This design comes from an exercise in tuning for small area, a short achievable clock period and few clock cycles on the open sky130 flow, not from production work.
RTL that was checked went through simulation tests only; none was proved equivalent to the original.

green:
// multiplicacao_matrizes_seq
module multiplicacao_matrizes_seq #(
  parameter int DATA_W = multiplicacao_pkg::DATA_W_DEF,
  parameter int MAX_N  = multiplicacao_pkg::MAX_N_DEF,
  parameter int SIZE_W = $clog2(MAX_N - 1),
  parameter int ACC_W  = 18
) (
  input  logic                            clk,
  input  logic                            rst_n,
  input  logic                            start,
  input  logic                            sat_en,
  input  logic [SIZE_W-1:0]               matrix_size,
  input  logic [MAX_N*MAX_N*DATA_W-1:0]   A,
  input  logic [MAX_N*MAX_N*DATA_W-1:0]   B,
  output logic                            busy,
  output logic                            done,
  output logic [MAX_N*MAX_N*DATA_W-1:0]   C,
  output logic                            overflow_flag
);
  localparam int CNT_W = 3;
  logic             run_q;      
  logic             done_q;     
  logic [CNT_W-1:0] cnt_q;
  logic             sat_q;
  logic [MAX_N-1:0] vld_q;      
  logic [DATA_W-1:0] a_q [MAX_N][MAX_N];
  logic [DATA_W-1:0] b_q [MAX_N][MAX_N];
  logic [ACC_W-1:0]  acc_q [MAX_N][MAX_N];
  logic [ACC_W-1:0]  acc_d [MAX_N][MAX_N];
  logic              oor_q [MAX_N][MAX_N];    
  logic idle;
  logic [CNT_W-1:0] n_m1;
  assign idle = !run_q && !done_q;
  assign busy = run_q;
  assign done = done_q;
  assign n_m1 = CNT_W'(multiplicacao_pkg::decode_n(int'(matrix_size), MAX_N) - 1);
  always_ff @(posedge clk or negedge rst_n) begin
    if (!rst_n) begin
      run_q   <= 1'b0;
      done_q  <= 1'b0;
      cnt_q   <= '0;
      sat_q   <= 1'b0;
      vld_q   <= '0;
    end else begin
      done_q  <= 1'b0;
      if (idle) begin
        if (start) begin
          run_q   <= 1'b1;
          cnt_q   <= n_m1;
          sat_q   <= sat_en;
          for (int i = 0; i < MAX_N; i++) vld_q[i] <= (i <= int'(n_m1));
        end
      end else if (run_q) begin
        cnt_q <= cnt_q - 1'b1;
        if (cnt_q == '0) begin
          run_q  <= 1'b0;
          done_q <= 1'b1;
        end
      end
    end
  end
  logic accept;
  logic more;
  assign accept = idle && start;
  assign more   = run_q && (cnt_q != '0);
  always_ff @(posedge clk) begin
    for (int i = 0; i < MAX_N; i++) begin
      for (int k = 0; k < MAX_N; k++) begin
        if (!run_q || k == MAX_N-1) begin
  ...
Size: about 86000 um2 of cells after synthesis.
==> flow/config.mk <==
export PLATFORM = sky130hd
export DESIGN_NAME = multiplicacao_matrizes_seq
export DESIGN_NICKNAME = multiplicacao_matrizes_seq
export VERILOG_FILES = /design/flow/design.v
export SDC_FILE = /design/flow/constraint.sdc
export NUM_CORES = 4
export LEC_CHECK = 0
export CAP_MARGIN = 20
export CORE_MARGIN = 2
export CORE_UTILIZATION = 40
export CTS_CLUSTER_DIAMETER = 100
export CTS_CLUSTER_SIZE = 20
export SLEW_MARGIN = 20
==> flow/constraint.sdc <==
create_clock -name core_clock -period 11.0 [get_ports {clk}]
set_input_delay 2.2000 -clock core_clock [delete_from_list [all_inputs] [get_ports {clk}]]
set_output_delay 2.2000 -clock core_clock [all_outputs]
set_load 0.01 [all_outputs]
standard.sh (not shown) runs the stock make flow with config.mk's settings and CLKGATE_MAP_FILE= SYNTH_SCRIPT=/design/flow/synth_recipe.tcl, a recipe that flattens the netlist after the stock synthesis.
==> flow/flow/run.sh <==
#!/bin/bash
# The standard layout (the standard.sh, unchanged synthesis), with extra
# ORFS settings from flow/knobs.txt (one VAR=value per line): a larger
# setup margin for timing repair and a plain buffer for the port buffers.
# The constraints, clock period and checks are unchanged.
set -euo pipefail
mapfile -t KNOBS < <(grep -v '^#' flow/knobs.txt | sed '/^$/d')
bash standard.sh "${KNOBS[@]}" finish > standard_flow.log 2>&1
==> flow/flow/knobs.txt <==
SETUP_SLACK_MARGIN=6
BUFFER_PORTS_ARGS=-buffer_cell sky130_fd_sc_hd__buf_1
Every stage of the flow completed for green, and the final layout passed the timing, design-rule and antenna checks.
The inputs of purple differ from those of green as listed below.
-- flow/flow/knobs.txt --
<<< green, line 1
SETUP_SLACK_MARGIN=6
>>> purple, line 1
SETUP_SLACK_MARGIN=5.75
Findings:
- | worst slack after detailed placement | lower: purple |
- purple: flow completed, timing, DRC and antenna clean
- met1 capacity usage during global routing ends up lower on purple.
- green ended up with flip-flop to flip-flop as its path type of the worst setup path; purple ended up with flip-flop to primary output.
- Sort purple and green by global-route usage, ascending, and purple comes first.
- Worst stage delay on the critical path: purple higher than green
Function was not checked in any run of this note: the RTL went through the layout flow alone.

---

multiplicacao_matrizes_seq, a different RTL version from the one above (not shown whole).
Size in the first run: roughly 0.082 sq mm of cells after synthesis.
==> flow/config.mk <==
export PLATFORM = sky130hd
export DESIGN_NAME = multiplicacao_matrizes_seq
export DESIGN_NICKNAME = multiplicacao_matrizes_seq
export VERILOG_FILES = /design/flow/design.v
export SDC_FILE = /design/flow/constraint.sdc
export NUM_CORES = 4
export LEC_CHECK = 0
export CAP_MARGIN = 20
export CORE_MARGIN = 2
export CORE_UTILIZATION = 40
export CTS_CLUSTER_DIAMETER = 100
export CTS_CLUSTER_SIZE = 20
export SLEW_MARGIN = 20
export SYNTH_HIERARCHICAL = 1
export SYNTH_MINIMUM_KEEP_SIZE = 0
==> flow/constraint.sdc <==
create_clock -name core_clock -period 11.0 [get_ports {clk}]
set_input_delay 2.2000 -clock core_clock [delete_from_list [all_inputs] [get_ports {clk}]]
set_output_delay 2.2000 -clock core_clock [all_outputs]
set_load 0.01 [all_outputs]
==> flow/flow/knobs.txt <==
SETUP_SLACK_MARGIN=5.75
BUFFER_PORTS_ARGS=-buffer_cell sky130_fd_sc_hd__buf_1
Scripts as last shown in full above: flow/flow/run.sh
Testbench counts at the start, summed over its fixed seeds: cycles 1,734.
Rerun with:
==> flow/flow/knobs.txt (replaced) <==
SETUP_SLACK_MARGIN=6
BUFFER_PORTS_ARGS=-buffer_cell sky130_fd_sc_hd__buf_1
Outcome:
- The changed run went through all stages and came out clean
- sequential share of layout area falls by 0.15 points
- first-iteration DRC count increases by 1.9%
- synthesized cell count does not change
- area after synthesis stays the same
- utilization came out higher by 0.39 points

---

Another version of the RTL of multiplicacao_matrizes_seq (not shown whole).
For scale: ~9,800 cells after synthesis, ~610 I/O pins, about 0.088 mm² of cells after synthesis.
export LEC_CHECK = 0
export CAP_MARGIN = 20
export CORE_MARGIN = 2
export CORE_UTILIZATION = 40
export SLEW_MARGIN = 20
create_clock -name core_clock -period 11.0 [get_ports {clk}]
==> flow/flow/run.sh <==
#!/bin/bash
set -euo pipefail
MARGIN=$(cat flow/margin.txt)
bash standard.sh SETUP_SLACK_MARGIN=$MARGIN finish > standard_flow.log 2>&1
==> flow/flow/margin.txt <==
7
Testbench counts at the start, summed over its fixed seeds: cycles 1,734.
Change:
==> flow/run.sh (new file) <==
#!/bin/bash
# synth_recipe.tcl (not shown) runs the flow's synth.tcl, then flattens the netlist and writes it again
# the make line also repeats each setting of config.mk as NAME=value (left out here)
make -C /OpenROAD-flow-scripts/flow DESIGN_CONFIG=/design/flow/config.mk WORK_HOME=/design/flow/orfs CLKGATE_MAP_FILE= SYNTH_SCRIPT=/design/flow/synth_recipe.tcl finish
- SETUP_SLACK_MARGIN: unset -> 5
removed: flow/flow/run.sh
removed: flow/flow/margin.txt
removed: flow/standard.sh
Outcome: The new run completed without violations. Via count decreases by roughly a tenth. Routed wire length falls by a quarter to a third. Final area goes down by about a fifth. Worst setup slack degrades by 0.70 ns. Core utilization is lower by 9.4 points.

---

Starting RTL as in the previous note.
==> flow/config.mk <==
export PLATFORM = sky130hd
export DESIGN_NAME = multiplicacao_matrizes_seq
export DESIGN_NICKNAME = multiplicacao_matrizes_seq
export VERILOG_FILES = /design/flow/design.v
export SDC_FILE = /design/flow/constraint.sdc
export NUM_CORES = 4
export LEC_CHECK = 0
export CAP_MARGIN = 20
export CORE_MARGIN = 2
export CORE_UTILIZATION = 40
export CTS_CLUSTER_DIAMETER = 100
export CTS_CLUSTER_SIZE = 30
export SLEW_MARGIN = 20
==> flow/constraint.sdc <==
create_clock -name core_clock -period 11.0 [get_ports {clk}]
set_input_delay 2.2000 -clock core_clock [delete_from_list [all_inputs] [get_ports {clk}]]
set_output_delay 2.2000 -clock core_clock [all_outputs]
set_load 0.01 [all_outputs]
==> flow/flow/run.sh <==
#!/bin/bash
# The standard layout (the standard.sh, unchanged synthesis), with extra
# ORFS settings from flow/knobs.txt (one VAR=value per line): a larger
# setup margin for timing repair and a plain buffer for the port buffers.
# The constraints, clock period and checks are unchanged.
set -euo pipefail
mapfile -t KNOBS < <(grep -v '^#' flow/knobs.txt | sed '/^$/d')
bash standard.sh "${KNOBS[@]}" finish > standard_flow.log 2>&1
==> flow/flow/knobs.txt <==
SETUP_SLACK_MARGIN=5.5
BUFFER_PORTS_ARGS=-buffer_cell sky130_fd_sc_hd__buf_1
Testbench counts at the start, summed over its fixed seeds: cycles 1,734.
Then changed:
- CORE_UTILIZATION: 40 -> 60
- CTS_CLUSTER_DIAMETER: 100 -> default
- CTS_CLUSTER_SIZE: 30 -> default
Outcome:
- setup slack loses 0.24 ns
- final cell count fell by 6.8%
- area after synthesis does not change
- synthesized cell count is unchanged
- global-route usage rose by 9.1 points
- final area barely changes
- routed wire length fell by 7.9%
Then changed:
- CORE_UTILIZATION: 60 -> 40
After rerunning:
- The new run passed the timing, design-rule and antenna checks
- critical path depth does not change
- count of clock-buffer cells in the layout came out higher by 5
- wire length came out higher by 9.3%
- register-to-register slack improves by 0.05 ns
- non-clock buffer count came out higher by 9
- via count came out higher by 0.34%
- cell count came out higher by 8.1%
Then changed:
==> flow/flow/knobs.txt (replaced) <==
SETUP_SLACK_MARGIN=6
BUFFER_PORTS_ARGS=-buffer_cell sky130_fd_sc_hd__buf_1
What happened:
- The changed run completed with no timing, DRC or antenna violations
- clock-buffer cell count does not change
- setup slack improved by 0.23 ns
- cell count climbs by about 0.9%
- global-route usage rises by 0.36 points
- worst hold slack is about the same
- critical path depth is unchanged
- wire length went up by about 8%
- via count is higher by 2.3%

==> separate check: timing with driven ports <==
The flow's constraints put no driver on any port. The routed layouts listed below were extracted and timed again, unchanged, in two steps.
Step 1 (the two cells are an assumption about what drives the block):
set clk [get_ports {clk}]
set_driving_cell -lib_cell sky130_fd_sc_hd__clkbuf_16 $clk
set_driving_cell -lib_cell sky130_fd_sc_hd__buf_2 [delete_from_list [all_inputs] $clk]
Step 2 moves the port delays by t, midway between the first and last clock arrival at a register: inputs arrive t later, outputs are due t later. That takes back most of the time a late clock gives input paths.
a / b / c = no drivers / after step 1 / after step 2; a / b = the first two.
run	shift t [ns]	setup WS [ns]	hold slack, ns	worst slew at a driven data input, ns
green	0.826	5.838 / 5.838 / 5.838	0.442 / 0.442 / 0.442	0.11
purple	0.814	5.775 / 5.683 / 5.833	0.442 / 0.442 / 0.442	0.12
the first run of note 2	0.833	5.483 / 5.398 / 5.912	0.443 / 0.443 / 0.443	0.22
the second run of note 2	0.833	5.483 / 5.397 / 6.165	0.442 / 0.442 / 0.442	0.22
the first run of note 3	0.869	5.642 / 5.549 / 6.050	0.449 / 0.449 / 0.449	0.14
the second run of note 3	0.848	4.945 / 4.856 / 5.465	0.440 / 0.440 / 0.440	0.14
the first run of note 4	0.823	5.503 / 5.411 / 5.743	0.451 / 0.451 / 0.451	0.12
the second run of note 4	0.818	5.262 / 5.177 / 5.694	0.426 / 0.426 / 0.426	0.16
the third run of note 4	0.852	5.422 / 5.336 / 5.741	0.442 / 0.442 / 0.442	0.12
the fourth run of note 4	0.869	5.656 / 5.566 / 6.027	0.440 / 0.440 / 0.440	0.12
After both steps every run listed still meets setup and hold.
